Context: an optimization exercise on an open-source flow, tuned for small area, a short achievable clock period and few clock cycles. The choices shown serve that exercise and are no tape-out recipe.
In this exercise RTL edits were held to simulation tests only and were not proved equivalent to the original.
No activity file was given, so power comes from the tool's default toggle rates.

==> flow/design.v, too long to show whole: its modules and the start of the top module <==
// module word_ram: 75 lines
// module patch_gen: 132 lines
// module mac_unit: 4135 lines
// module result_store: 85 lines
// module conv_engine: 87 lines
module conv_engine (
  input  logic                     clk,
  input  logic                     rst,
  input  logic                     start,
  input  conv_geom_pkg::dim_t      map_dim,
  input  conv_geom_pkg::stride_t   stride,
  input  logic                     map_we,
  input  conv_geom_pkg::map_addr_t map_addr,
  input  conv_data_pkg::pixel_t    map_wdata,
  input  logic                     kernel_we,
  input  conv_geom_pkg::tap_addr_t kernel_addr,
  input  conv_data_pkg::weight_t   kernel_wdata,
  input  conv_geom_pkg::map_addr_t res_addr,
  output conv_data_pkg::pixel_t    res_rdata,
  output logic                     busy,
  output logic                     done,
  output conv_geom_pkg::map_addr_t max_idx,
  output conv_data_pkg::pixel_t    max_val
);
  // ...
==> flow/flow/run.sh <==
#!/bin/bash
# Standard layout (the standard.sh, standard synthesis unchanged), with the
# timing repair aiming at a setup slack of MARGIN ns instead of 0, so that
# resizing and buffering keep working below the 10 ns clock period.
set -euo pipefail
MARGIN=6.3
bash standard.sh SETUP_SLACK_MARGIN=$MARGIN finish > make_finish.log 2>&1
==> flow/standard.sh <==
#!/bin/bash
# synth_recipe.tcl (not shown) runs the flow's synth.tcl, then flattens the netlist and writes it again
# the make line also repeats each setting of config.mk as NAME=value (left out here)
make -C /OpenROAD-flow-scripts/flow DESIGN_CONFIG=/design/flow/config.mk WORK_HOME=/design/flow/orfs CLKGATE_MAP_FILE= SYNTH_SCRIPT=/design/flow/synth_recipe.tcl "${@:-finish}"
==> flow/config.mk <==
export PLATFORM = sky130hd
export DESIGN_NAME = conv_engine
export DESIGN_NICKNAME = conv_engine
export VERILOG_FILES = /design/flow/design.v
export SDC_FILE = /design/flow/constraint.sdc
export NUM_CORES = 4
export LEC_CHECK = 0
export CAP_MARGIN = 20
export CORE_MARGIN = 2
export CORE_UTILIZATION = 40
export CTS_CLUSTER_DIAMETER = 100
export CTS_CLUSTER_SIZE = 20
export SLEW_MARGIN = 20
==> flow/constraint.sdc <==
create_clock -name core_clock -period 10.0 [get_ports {clk}]
set_input_delay 2.0000 -clock core_clock [delete_from_list [all_inputs] [get_ports {clk}]]
set_output_delay 2.0000 -clock core_clock [all_outputs]
set_load 0.01 [all_outputs]
==> impl_summary.log, run 1 <==
INFO  metric dpl_worst_slack = about 3.3 ns
INFO  metric drt_drc_violations_left = 0
INFO  metric drt-vias-per-instance = 6.11
INFO  metric busiest_layer = met2
INFO  metric combinational_power_share = 0.235
INFO  metric tritoncts_clock_tree = yes
INFO  metric wl_met3 = roughly 100000 µm
INFO  metric outcome = finished clean
INFO  metric layout.sequential_cells = 4220
INFO  metric power_leakage = between 80 and 90 nW
INFO  metric top_family_by_delay_on_critical_path = simple AND/OR/NAND/NOR gates
INFO  metric setup_viol = 0
INFO  metric cp_max_fo = 16
INFO  metric critical_path.slowest_cell = sky130_fd_sc_hd__nor3_1
INFO  metric slew_headroom = 0.0928
INFO  metric pg_seq = 22.6 mW
INFO  metric hold_depth = 0
INFO  metric cts_setup_buffers = 158
INFO  metric power.share.switching = 0.319
INFO  metric final.setup.worst_slack = 5.95 ns
INFO  metric grt_first_pass_wirelength = approximately 1100000 µm
INFO  metric syn-instance-count = 14015
INFO  metric met2_usage = 0.439
INFO  metric ctsHtreeMaxLevel = 4
INFO  metric n_clock_buffer = approximately 360
INFO  metric tightest_slew = 1.36 ns
INFO  metric insertion_delay = 1.09 ns
INFO  metric die_w = 714 µm
INFO  metric min_to = n_k[5]
INFO  metric yosys-mux-area-fraction = 0.116
INFO  metric synth.top_cells.by_count = 3511 x sky130_fd_sc_hd__edfxtp_1, 2057 x sky130_fd_sc_hd__mux2_2, 1163 x sky130_fd_sc_hd__inv_1, 1086 x sky130_fd_sc_hd__fa_1, 881 x sky130_fd_sc_hd__nand2_1
INFO  metric holdWs = 0.324 ns
INFO  metric clock_tree.root_cell = sky130_fd_sc_hd__clkbuf_16
Testbench counts, summed over its fixed seeds: cycles 34,808.
==> run 2, diff against run 1 <==
==> flow/run.sh (new file) <==
#!/bin/bash
# synth_recipe.tcl (not shown) runs the flow's synth.tcl, then flattens the netlist and writes it again
# the make line also repeats each setting of config.mk as NAME=value (left out here)
make -C /OpenROAD-flow-scripts/flow DESIGN_CONFIG=/design/flow/config.mk WORK_HOME=/design/flow/orfs CLKGATE_MAP_FILE= SYNTH_SCRIPT=/design/flow/synth_recipe.tcl finish
--- a/flow/config.mk
+++ b/flow/config.mk
@@ -11,3 +11,4 @@
 export CTS_CLUSTER_DIAMETER = 100
 export CTS_CLUSTER_SIZE = 20
+export SETUP_SLACK_MARGIN = 5
 export SLEW_MARGIN = 20
removed: flow/flow/run.sh
removed: flow/standard.sh
==> run 2 against run 1 <==
Sequential share of layout area up 1.1 points. Worst hold slack gained 0.0063 ns. Die area unchanged. Critical path type unchanged. Largest cell class unchanged. Largest power group unchanged.
==> impl_summary.log, run 2 <==
INFO  metric detailed_route_via_count = 125912 (was 129012)
INFO  metric timing.fmax = 0.192 GHz (was 0.247 GHz)
INFO  metric synth_edf_count = 3511 (unchanged)
INFO  metric gr-total-overflow = 0 (unchanged)
INFO  metric synth_top_family_by_area = adder cells (unchanged)
INFO  metric number_of_synthesized_register_bits = 4220 (unchanged)
INFO  metric timing_hold_violations_final = 0 (unchanged)
INFO  metric ctsHtreeMaxLevel = 5 (was 4)
INFO  metric largest_reg_flops = 2048 (unchanged)
INFO  metric floorplan.core_area = 502000 µm² (unchanged)
INFO  metric fp.dieH = 714 µm (unchanged)
INFO  metric multi_input_comb_area = 75500 µm² (was 76700 µm²)
INFO  metric grt_first_pass_wirelength = 1050000 µm (was 1070000 µm)
INFO  metric synth_top_cells_by_area = sky130_fd_sc_hd__edfxtp_1 52%, sky130_fd_sc_hd__mux2_2 11%, sky130_fd_sc_hd__fa_1 11% (unchanged)
INFO  metric wl_met2 = 332000 µm (was 330000 µm)
INFO  metric setup_viol = 0 (unchanged)
INFO  metric wl_met3 = 86000 µm (was 100000 µm)
INFO  metric fp-row-count = 260 (unchanged)
INFO  metric floorplan.die_area = 510000 µm² (unchanged)
INFO  metric top_register = map_ring.mem (unchanged)
INFO  metric netlist.top_cell.by_area = sky130_fd_sc_hd__edfxtp_1 (unchanged)
INFO  metric drt-initial-drc-count = 17983 (was 19510)
INFO  metric critical_path.slowest_cell = sky130_fd_sc_hd__nand3_2 (was sky130_fd_sc_hd__nor3_1)
INFO  metric timing.setup.tns = 0 ns (unchanged)
INFO  metric synth_sequential_area_ratio = 0.595 (unchanged)
INFO  metric timing.critical_path.slowest_cell_delay = 0.74 ns (was 0.52 ns)
INFO  metric io_pins = 73 (unchanged)
INFO  metric crit_type = in -> reg (unchanged)
INFO  metric total_number_of_clock_tree_sinks = 4220 (unchanged)
INFO  metric floorplan.initialDensity = 0.402 (unchanged)
INFO  metric post-route-util = 0.438 (was 0.447)
INFO  metric insertion_delay = 1.06 ns (was 1.09 ns)
INFO  metric report.final.slew_viol_count = 0 (unchanged)
INFO  metric final_antenna_net_count = 0 (unchanged)
INFO  metric yosys-mux-area-fraction = 0.116 (unchanged)
INFO  metric met1_length = 312000 µm (was 311000 µm)
INFO  metric most_common_library_cell_in_the_layout_ignoring_fill_and_taps = sky130_fd_sc_hd__edfxtp_1 (unchanged)
INFO  metric drt-vias-per-instance = 6.05 (was 6.11)
INFO  metric synth_compound_area_frac = 0.0588 (unchanged)
INFO  metric clk_transition_reported_paths = 0.08 ns (was 0.10 ns)
INFO  metric yosysWarningCount = 8 (unchanged)
INFO  metric syn-mean-instance-area = 14.4 µm² (unchanged)
INFO  metric total_power = 44.1 mW (was 43.7 mW)
INFO  metric largest_registers = map_ring.mem x2048, result_store_i.res x1372 (unchanged)
INFO  metric layout.area.seq = 120000 µm² (about the same)
INFO  metric ys_async_sr_fraction = 0.00972 (unchanged)
INFO  metric initial_antenna_violation_count = 74 (was 65)
INFO  metric first_pass_iters = 10 (was 11)
INFO  metric syn-instance-count = 14015 (unchanged)
INFO  metric power_density = 200 nW/µm² (was 195 nW/µm²)
INFO  metric first_global_vias = 123039 (was 124744)
INFO  metric max_cap_viol_count = 0 (unchanged)
INFO  metric critical_path_arrival = 6.09 ns (was 5.00 ns)
INFO  metric wl = 779000 µm (was 798000 µm)
INFO  metric drt_drc_violations_left = 0 (unchanged)
INFO  metric max_rail_drop_vdd = 0.000345 V (was 0.000245 V)
INFO  metric clock_tree.root_cell = sky130_fd_sc_hd__clkbuf_16 (unchanged)
INFO  metric synth-main-ff-cell = sky130_fd_sc_hd__edfxtp_1 (unchanged)
INFO  metric rsz0062_at_grt = true (unchanged)
INFO  metric commonest_non_fill_non_tap_cells_in_the_layout = 3511 x sky130_fd_sc_hd__edfxtp_1, 2051 x sky130_fd_sc_hd__mux2_2, 1162 x sky130_fd_sc_hd__inv_1 (unchanged)
INFO  metric timing.final.crit_share = 0.521 (was 0.405)
INFO  metric simple_gate_share_of_the_synthesized_area = 0.0728 (unchanged)
INFO  metric grt_util_all_layers = 0.300 (was 0.306)
INFO  metric finClkSkew = 0.101 ns (was 0.143 ns)
INFO  metric area.growth.synth_to_final = 9.03% (was 11.3%)
INFO  metric cts_inserted_buffers = 262 (was 245)
INFO  metric synth_adder_area_share = 0.118 (unchanged)
INFO  metric cp_max_fo = 33 (was 16)
INFO  metric yosys.cell_count.top_type = sky130_fd_sc_hd__edfxtp_1 (unchanged)
INFO  metric routed.top_layer = met5 (unchanged)
INFO  metric post_synth_num_cell_types = 89 (unchanged)
INFO  metric outcome = finished clean (unchanged)
INFO  metric tightest_slew = 1.31 ns (was 1.36 ns)
INFO  metric placement.io_buffers = 70 (unchanged)
INFO  metric crit_path_start_kind = primary input (unchanged)
INFO  metric total_nets_final = 15278 (was 15529)
INFO  metric final_gp_congestion = 1.05 (was 1.07)
INFO  metric die_w = 714 µm (unchanged)
INFO  metric cts.path.max_buffers = 4 (unchanged)
INFO  metric tritoncts_clock_tree = yes (unchanged)
INFO  metric worstPathCellList = clkdlybuf4s50_1 -> buf_4 -> nand3_2 -> buf_4 -> nor2_1 -> a32oi_1 -> nand2_1 -> nor4_1 -> nand4_1 -> nor2_1 -> a31oi_1 (was buf_16 -> buf_16 -> and4bb_4 -> buf_16 -> buf_4 -> a32oi_1 -> o21ai_0 -> nor4_2 -> nand3_1 -> nor3_1 -> a41oi_1)
INFO  metric final.min_clock_period = 5.21 ns (was 4.05 ns)
INFO  metric power_leakage = 85.3 nW (was 87.3 nW)
INFO  metric reg2reg_setup_slack = 5.69 ns (was 6.21 ns)
INFO  metric routed_wire_length_per_instance = 37.4 µm (was 37.8 µm)
INFO  metric min_path_type = reg -> reg (unchanged)
INFO  metric slew_headroom = 0.124 (was 0.0928)
INFO  metric synth_cell_area = 202000 µm² (unchanged)
INFO  metric synth_xor_area_frac = 0.00317 (unchanged)
INFO  metric worst-endpoint-required = 10.87 ns (was 10.95 ns)
INFO  metric grt_max_degree = 162 (was 142)
INFO  metric synth.top_cells.by_count = 3511 x sky130_fd_sc_hd__edfxtp_1, 2057 x sky130_fd_sc_hd__mux2_2, 1163 x sky130_fd_sc_hd__inv_1, 1086 x sky130_fd_sc_hd__fa_1, 881 x sky130_fd_sc_hd__nand2_1 (unchanged)
INFO  metric layout_cells_sized_above_1 = 0.227 (was 0.253)
INFO  metric filler_cell_count = 45115 (was 44751)
INFO  metric kind_of_capture_point_of_the_worst_setup_path = flop (unchanged)
INFO  metric hpwl_detailed = 537000 µm (was 535000 µm)
INFO  metric post-synth-top-area-fraction = 0.523 (unchanged)
INFO  metric cts.hold.buffers_added = 0 (unchanged)
## run 2: cell type report
class | count | area share
sequential | 4220 | 0.545
multi-input combinational | 7872 | 0.343
tap | 6681 | 0.0380
clock buffer | 349 | 0.0321
inverter | 1164 | 0.0199
timing repair buffer | 460 | 0.0180
clock inverter | 50 | 0.00280
antenna | 29 | 0.000330
## run 2: repair_timing
| item | 4_1_cts | 5_1_grt |
|---|---|---|
| pin swaps | 3 | 3 |
| buffers inserted | 6 | 0 |
| endpoints found under the hold margin | 0 | 0 |
| cloned | 0 | 0 |
| endpoints found under the setup margin | 7 | 4 |
| gates resized for setup | 34 | 11 |
## run 2: logic make-up after synthesis
group                    count (synthesis)
flip-flops                            4220
AND/OR/NAND/NOR                       2911
multiplexers                          2069
buffers and inverters                 1924
AO/OA/AOI/OAI                         1566
adder cells (fa/ha/maj)               1251
XOR/XNOR                                73
other                                    1
## run 2: report_power, final
| group | internal (mW) | switching, mW |
|---|---|---|
| registers | 21.6 | 0.995 |
| clock network | 5.07 | 6.25 |
| logic | 3.39 | 6.79 |
## run 2: routing by layer
metal / up-vias / track usage
met5: - / 0
met4: 20 / 0.149
met3: 1539 / 0.0810
met2: 8042 / 0.443
met1: 65862 / 0.408
li1: 50449 / -
## run 2: path summary, 6_finish.rpt
| check | from | depth (start not counted) | end |
|---|---|---|---|
| min in group asynchronous | rst | 2 | map_ring.off2[6] |
| worst max register to register | patch_gen_i.phase[0] | 16 | map_ring.phys[7] |
| worst min register to register | patch_gen_i.m_k[7] | 0 | n_k[7] |
| max in group asynchronous | rst | 3 | s_va |
| worst max-delay path | res_addr[5] | 11 | result_store_i.rdata_q[3] |
| worst min-delay path | patch_gen_i.m_k[7] | 0 | n_k[7] |
## run 2: per-stage QoR
step / cells / worst slack (ns) / hold WS [ns] / area (µm²)
after floorplan: 14016 / 4.47 / 0.310 / 202000
after global placement: 20377 / 2.80 / 0.312 / 211000
after detailed placement: 20383 / 3.02 / 0.312 / 212000
after CTS: 20788 / 4.96 / 0.325 / 219000
after global routing: 20798 / 4.95 / 0.335 / 220000
final: 20825 / 4.79 / 0.331 / 220000
## run 2: worst max-delay path, delay by kind of cell
| kind | cells | cell delay, ns |
|---|---|---|
| buf+inv | 3 | 1.37 |
| simple gates | 6 | 2.20 |
| compound gates | 2 | 0.46 |
==> module result_store, before the edit <==
module result_store (
  input  logic        clk,
  input  logic        rst,
  input  logic        run_start,
  input  logic        s_va,       
  input  logic        s_vb,
  input  logic [7:0]  s_k,
  input  logic        s_last,
  input  logic [6:0]  val_a,      
  input  logic [6:0]  val_b,
  input  logic [7:0]  res_addr,
  output logic [7:0]  res_rdata,
  output logic [7:0]  max_idx,
  output logic [7:0]  max_val,
  output logic        done
);
  localparam int NRES = 196;    
  logic       v1st, v2nd;
  logic [6:0] val1st;
  logic       w0, w1;
  logic [6:0] i0, i1;
  logic [6:0] d0, d1;
  always_comb begin
    v1st   = s_va || s_vb;
    v2nd   = s_va && s_vb;
    val1st = s_va ? val_a : val_b;
    i1 = s_k[7:1];
    i0 = s_k[7:1] + 7'(s_k[0]);
    if (!s_k[0]) begin
      w0 = v1st; d0 = val1st;
      w1 = v2nd; d1 = val_b;
    end else begin
      w0 = v2nd; d0 = val_b;
      w1 = v1st; d1 = val1st;
    end
  end
  logic gt_a, gt_b, b_gt_a, upd_a, take_b;
  always_comb begin
    gt_a   = val_a > max_val[6:0];
    gt_b   = val_b > max_val[6:0];
    b_gt_a = val_b > val_a;
    upd_a  = s_va && gt_a;
    take_b = s_vb && (upd_a ? b_gt_a : gt_b);
  end
  logic [6:0] res [NRES];
  always_ff @(posedge clk) begin
    for (int k = 0; k < NRES; k++) begin
      if ((k % 2) == 0) begin
        if (w0 && i0 == 7'(k / 2)) res[k] <= d0;
      end else begin
        if (w1 && i1 == 7'(k / 2)) res[k] <= d1;
      end
    end
  end
  always_ff @(posedge clk or posedge rst) begin
    if (rst) begin
      max_val <= '0;
      max_idx <= '0;
      done    <= 1'b0;
    end else begin
      done <= s_last;
      if (run_start) begin
        max_val <= '0;
        max_idx <= '0;
      end else if (take_b) begin
        max_val <= {1'b0, val_b};
        max_idx <= s_k + 8'(s_va);
      end else if (upd_a) begin
        max_val <= {1'b0, val_a};
        max_idx <= s_k;
      end
    end
  end
  logic [6:0] resp [256];    
  always_comb begin
    for (int k = 0; k < 256; k++) begin
      resp[k] = (k < NRES) ? res[k] : res[k - 64];
    end
  end
  logic [6:0] rdata_q;
  always_ff @(posedge clk) begin
    rdata_q <= resp[res_addr];
  end
  assign res_rdata = {1'b0, rdata_q};
endmodule
==> run 3, diff against run 2 <==
--- a/flow/design.v
+++ b/flow/design.v
@@ -4435,9 +4435,12 @@
     end
   end
-  logic [6:0] rdata_q;
+  logic [6:0] rd_lo, rd_hi;
+  logic       a7_q;
   always_ff @(posedge clk) begin
-    rdata_q <= resp[res_addr];
+    rd_lo <= resp[{1'b0, res_addr[6:0]}];
+    rd_hi <= resp[{1'b1, res_addr[6:0]}];
+    a7_q  <= res_addr[7];
   end
-  assign res_rdata = {1'b0, rdata_q};
+  assign res_rdata = {1'b0, a7_q ? rd_hi : rd_lo};
 endmodule
 `timescale 1ns/10ps
==> flow/flow/run.sh (new file) <==
#!/bin/bash
# Standard layout (the standard.sh, standard synthesis unchanged), with the
# timing repair aiming at a setup slack of MARGIN ns instead of 0, so that
# resizing and buffering keep working below the 10 ns clock period.
set -euo pipefail
MARGIN=6.6
bash standard.sh SETUP_SLACK_MARGIN=$MARGIN finish > make_finish.log 2>&1
==> flow/standard.sh (new file) <==
#!/bin/bash
# synth_recipe.tcl (not shown) runs the flow's synth.tcl, then flattens the netlist and writes it again
# the make line also repeats each setting of config.mk as NAME=value (left out here)
make -C /OpenROAD-flow-scripts/flow DESIGN_CONFIG=/design/flow/config.mk WORK_HOME=/design/flow/orfs CLKGATE_MAP_FILE= SYNTH_SCRIPT=/design/flow/synth_recipe.tcl "${@:-finish}"
--- a/flow/config.mk
+++ b/flow/config.mk
@@ -11,4 +11,3 @@
 export CTS_CLUSTER_DIAMETER = 100
 export CTS_CLUSTER_SIZE = 20
-export SETUP_SLACK_MARGIN = 5
 export SLEW_MARGIN = 20
removed: flow/run.sh
==> run 3 against run 2 <==
Synthesized area about the same. Wire length down 15%. Critical path depth down 8. Clock-buffer cell count grew 28. Design area rose by 2.3%. Critical path type is now reg -> out. Highest routed layer unchanged.
==> impl_summary.log, run 3 <==
INFO  metric filler_cell_count = 44351 (was 45115)
INFO  metric fp.dieH = 714 µm (about the same)
INFO  metric rr_worst_depth = 5 (was 16)
INFO  metric setup_viol = 0 (unchanged)
INFO  metric insertion_delay = 1.09 ns (was 1.06 ns)
INFO  metric largest_registers = map_ring.mem x2048, result_store_i.res x1372 (unchanged)
INFO  metric first_global_vias = 122074 (was 123039)
INFO  metric detailed_route_via_count = 125247 (was 125912)
INFO  metric tightest_slew = 1.38 ns (was 1.31 ns)
INFO  metric worstReg2RegEnd = result_store_i.res[10][4] (was map_ring.phys[7])
INFO  metric ctsHtreeMaxLevel = 4 (was 5)
INFO  metric die_w = 714 µm (about the same)
INFO  metric total_nets_final = 15615 (was 15278)
INFO  metric timing.setup.tns = 0 ns (unchanged)
INFO  metric cp_max_fo = 7 (was 33)
INFO  metric yosysWarningCount = 8 (unchanged)
INFO  metric number_of_synthesized_register_bits = 4228 (was 4220)
INFO  metric drt-vias-per-instance = 5.91 (was 6.05)
INFO  metric largest_reg_flops = 2048 (unchanged)
INFO  metric cts_inserted_buffers = 241 (was 262)
INFO  metric floorplan.core_area = 502000 µm² (unchanged)
INFO  metric total_power = 43.5 mW (was 44.1 mW)
INFO  metric post-route-util = 0.448 (was 0.438)
INFO  metric initial_antenna_violation_count = 34 (was 74)
INFO  metric numPlacedInstances = 20283 (was 20383)
INFO  metric commonest_non_fill_non_tap_cells_in_the_layout = 3511 x sky130_fd_sc_hd__edfxtp_1, 2065 x sky130_fd_sc_hd__mux2_2, 1169 x sky130_fd_sc_hd__inv_1 (was 3511 x sky130_fd_sc_hd__edfxtp_1, 2051 x sky130_fd_sc_hd__mux2_2, 1162 x sky130_fd_sc_hd__inv_1)
INFO  metric floorplan.die_area = 509000 µm² (was 510000 µm²)
INFO  metric critical_path.endpoint = res_rdata[1] (was result_store_i.rdata_q[3])
INFO  metric fp-row-count = 260 (unchanged)
INFO  metric syn-mean-instance-area = 14.4 µm² (about the same)
INFO  metric top_register = map_ring.mem (unchanged)
INFO  metric timing.final.crit_share = 0.408 (was 0.521)
INFO  metric report.final.slew_viol_count = 0 (unchanged)
INFO  metric power_density = 193 nW/µm² (was 200 nW/µm²)
INFO  metric drt_drc_violations_left = 0 (unchanged)
INFO  metric dpl_worst_slack = 3.72 ns (was 3.02 ns)
INFO  metric clk_transition_reported_paths = 0.08 ns (about the same)
INFO  metric rsz0062_at_grt = true (unchanged)
INFO  metric tritoncts_clock_tree = yes (unchanged)
INFO  metric final.min_clock_period = 4.08 ns (was 5.21 ns)
INFO  metric synth_edf_count = 3511 (unchanged)
INFO  metric synth-main-ff-cell = sky130_fd_sc_hd__edfxtp_1 (unchanged)
INFO  metric final_antenna_net_count = 0 (unchanged)
INFO  metric synth_cell_area = 201000 µm² (was 202000 µm²)
INFO  metric io_pins = 73 (unchanged)
INFO  metric crit_path_start_kind = flop (was primary input)
INFO  metric power_leakage = 87.9 nW (was 85.3 nW)
INFO  metric grt_max_degree = 165 (was 162)
INFO  metric hpwl_detailed = 429000 µm (was 537000 µm)
INFO  metric synth_top_cells_by_area = sky130_fd_sc_hd__edfxtp_1 52%, sky130_fd_sc_hd__mux2_2 12%, sky130_fd_sc_hd__fa_1 11% (was sky130_fd_sc_hd__edfxtp_1 52%, sky130_fd_sc_hd__mux2_2 11%, sky130_fd_sc_hd__fa_1 11%)
INFO  metric placement.io_buffers = 70 (unchanged)
INFO  metric netlist.top_cell.by_area = sky130_fd_sc_hd__edfxtp_1 (unchanged)
INFO  metric final_gp_congestion = 0.999 (was 1.05)
INFO  metric min_path_type = reg -> reg (unchanged)
INFO  metric grt_first_pass_wirelength = 925000 µm (was 1050000 µm)
INFO  metric post_synth_num_cell_types = 89 (unchanged)
INFO  metric layout_cells_sized_above_1 = 0.265 (was 0.227)
INFO  metric routed_wire_length_per_instance = 31.4 µm (was 37.4 µm)
INFO  metric crit_start = result_store_i.a7_q (was res_addr[5])
INFO  metric outcome = finished clean (unchanged)
INFO  metric syn-instance-count = 13988 (was 14015)
INFO  metric finClkSkew = 0.135 ns (was 0.101 ns)
INFO  metric floorplan.initialDensity = 0.402 (about the same)
INFO  metric clock_tree.root_cell = sky130_fd_sc_hd__clkbuf_16 (unchanged)
INFO  metric critical_path_arrival = 2.08 ns (was 6.09 ns)
INFO  metric most_common_library_cell_in_the_layout_ignoring_fill_and_taps = sky130_fd_sc_hd__edfxtp_1 (unchanged)
INFO  metric final_cell_count_no_fill = 21179 (was 20825)
INFO  metric area.growth.synth_to_final = 11.6% (was 9.03%)
INFO  metric reg2reg_setup_slack = 6.44 ns (was 5.69 ns)
INFO  metric max_rail_drop_vdd = 0.000293 V (was 0.000345 V)
INFO  metric timing.fmax = 0.245 GHz (was 0.192 GHz)
INFO  metric synth_sequential_area_ratio = 0.596 (was 0.595)
INFO  metric crit_type = reg -> out (was in -> reg)
INFO  metric drt-initial-drc-count = 18809 (was 17983)
INFO  metric synth.top_cells.by_count = 3511 x sky130_fd_sc_hd__edfxtp_1, 2080 x sky130_fd_sc_hd__mux2_2, 1171 x sky130_fd_sc_hd__inv_1, 1086 x sky130_fd_sc_hd__fa_1, 890 x sky130_fd_sc_hd__nand2_1 (was 3511 x sky130_fd_sc_hd__edfxtp_1, 2057 x sky130_fd_sc_hd__mux2_2, 1163 x sky130_fd_sc_hd__inv_1, 1086 x sky130_fd_sc_hd__fa_1, 881 x sky130_fd_sc_hd__nand2_1)
INFO  metric gr-total-overflow = 0 (unchanged)
INFO  metric slew_headroom = 0.0764 (was 0.124)
INFO  metric cts.path.max_buffers = 4 (unchanged)
INFO  metric max_cap_viol_count = 0 (unchanged)
INFO  metric worst-endpoint-required = 8.00 ns (was 10.87 ns)
INFO  metric final.setup.worst_slack = 5.92 ns (was 4.79 ns)
INFO  metric total_number_of_clock_tree_sinks = 4228 (was 4220)
INFO  metric timing_hold_violations_final = 0 (unchanged)
INFO  metric first_pass_iters = 14 (was 10)
INFO  metric critical_path.reg2reg.startpoint = s_k[0] (was patch_gen_i.phase[0])
INFO  metric grt_util_all_layers = 0.252 (was 0.300)
INFO  metric yosys.cell_count.top_type = sky130_fd_sc_hd__edfxtp_1 (unchanged)
INFO  metric wl = 665000 µm (was 779000 µm)
INFO  metric kind_of_capture_point_of_the_worst_setup_path = primary output (was flop)
INFO  metric ys_async_sr_fraction = 0.00970 (was 0.00972)
INFO  metric post-synth-top-area-fraction = 0.523 (about the same)
-- run 3: cell types whose count changed after synthesis, sizes merged, moves of 18 or more --
cell,before,now
clkbuf,631,613
o21ai,86,106
o22ai,106,42
mux2i,12,35
a221oi,165,203
a32oi,120,51
mux2,2057,2080
nor2,590,549
nand3,105,131
a31oi,28,51
a21oi,128,154
-- run 3: worst min path at each step --
stage             end                from  slack [ns]  cells past startpoint
2_1_floorplan  n_k[0]  patch_gen_i.m_k[0]        0.31                      0
6_report       s_k[4]              n_k[4]        0.33                      0
3_3_place_gp   s_k[2]              n_k[2]        0.31                      0
4_1_cts        n_k[4]  patch_gen_i.m_k[4]        0.33                      0
3_5_place_dp   n_k[4]  patch_gen_i.m_k[4]        0.31                      0
5_1_grt        s_k[1]              n_k[1]        0.33                      0
-- run 3: worst max-delay path, cell delays in order (launching register included) --
cell and delay (ns):
sky130_fd_sc_hd__dfxtp_4 0.46, sky130_fd_sc_hd__buf_6 0.13, sky130_fd_sc_hd__mux2_4 0.33, sky130_fd_sc_hd__buf_6 0.13
-- run 3: layout make-up --
cell class / count / area, µm² / share of cell area
Antenna cell: 20 / 50.0 / 0.000223
Clock buffer: 377 / 6660 / 0.0296
Clock inverter: 27 / 323 / 0.00144
Inverter: 1173 / 4420 / 0.0196
Multi-Input combinational cell: 7853 / 77000 / 0.342
Sequential cell: 4228 / 120000 / 0.534
Tap cell: 6681 / 8360 / 0.0372
Timing Repair Buffer: 820 / 8010 / 0.0356
-- run 3: cell families (layout without fill, tap and decap cells) --
kind of cell	after synthesis	count (layout)	synth area share
DFF	4228	4228	0.596
and+or+nand+nor	2864	2874	0.0713
muxes	2115	2115	0.118
buffers and inverters	1918	2397	0.0365
AOI/OAI and AO/OA	1529	1529	0.0568
adders and majority gates	1252	1252	0.118
xor gates and xnor gates	81	81	0.00352
other	1	22	0.0000186
-- run 3: per-stage QoR --
| stage | hold WS [ns] | cell area (µm²) |
|---|---|---|
| 2_1_floorplan | 0.310 | 202000 |
| 3_3_place_gp | 0.311 | 211000 |
| 3_5_place_dp | 0.312 | 211000 |
| 4_1_cts | 0.332 | 223000 |
| 5_1_grt | 0.333 | 225000 |
| 6_report | 0.330 | 225000 |
-- run 3: layer usage --
metal  vias to the layer above  part of all wire  GRT usage
met5                         -           0.00044   0.000660
met4                        22             0.056      0.104
met3                      1791              0.12     0.0783
met2                      8253              0.42      0.373
met1                     64171              0.40      0.345
li1                      51010                 -          -
-- run 3: where the power goes --
group | total, mW | internal (mW) | switching, mW
clock network | 10.6 | 4.62 | 5.95
logic | 10.3 | 3.54 | 6.80
registers | 22.5 | 21.6 | 0.927
total | 43.5 | 29.8 | 13.7
-- run 3: timing repair --
item / in CTS / in global routing
setup endpoints to repair: 1629 / 1880
hold buffers: 0 / 0
buffers inserted: 327 / 110
pin swaps: 57 / 84
cloned: 24 / 9
gates resized for setup: 496 / 271
Testbench counts of run 3, summed over its fixed seeds: cycles 34,808.

-- static timing again, ports no longer ideal --
Ports are ideal in the flow. The routed layouts listed here were re-timed in OpenROAD.
Step 1 sets driving cells, clkbuf_16 on the clock port and buf_2 on the other inputs (assumed; they add their load-dependent delay and slew).
Step 2 moves the port delays by t, midway between the first and last clock arrival at a register: inputs arrive t later, outputs are due t later. That takes back most of the time a late clock gives input paths.
Three values: ideal ports, drivers, drivers and shift; two values: the first two.
| run | shift t [ns] | slack for setup (ns) | worst data-port slew with drivers (ns) |
|---|---|---|---|
| run 1 | 1.132 | 5.951 / 5.919 / 4.787 | 0.34 |
| run 2 | 1.117 | 4.786 / 4.877 / 3.760 | 0.24 |
| run 3 | 1.130 | 5.920 / 5.802 / 5.174 | 0.26 |
After both steps every run listed still meets setup and hold. The setup slack of run 1, which loses most, moves by -0.032 ns with the drivers and by -1.164 ns with both steps.
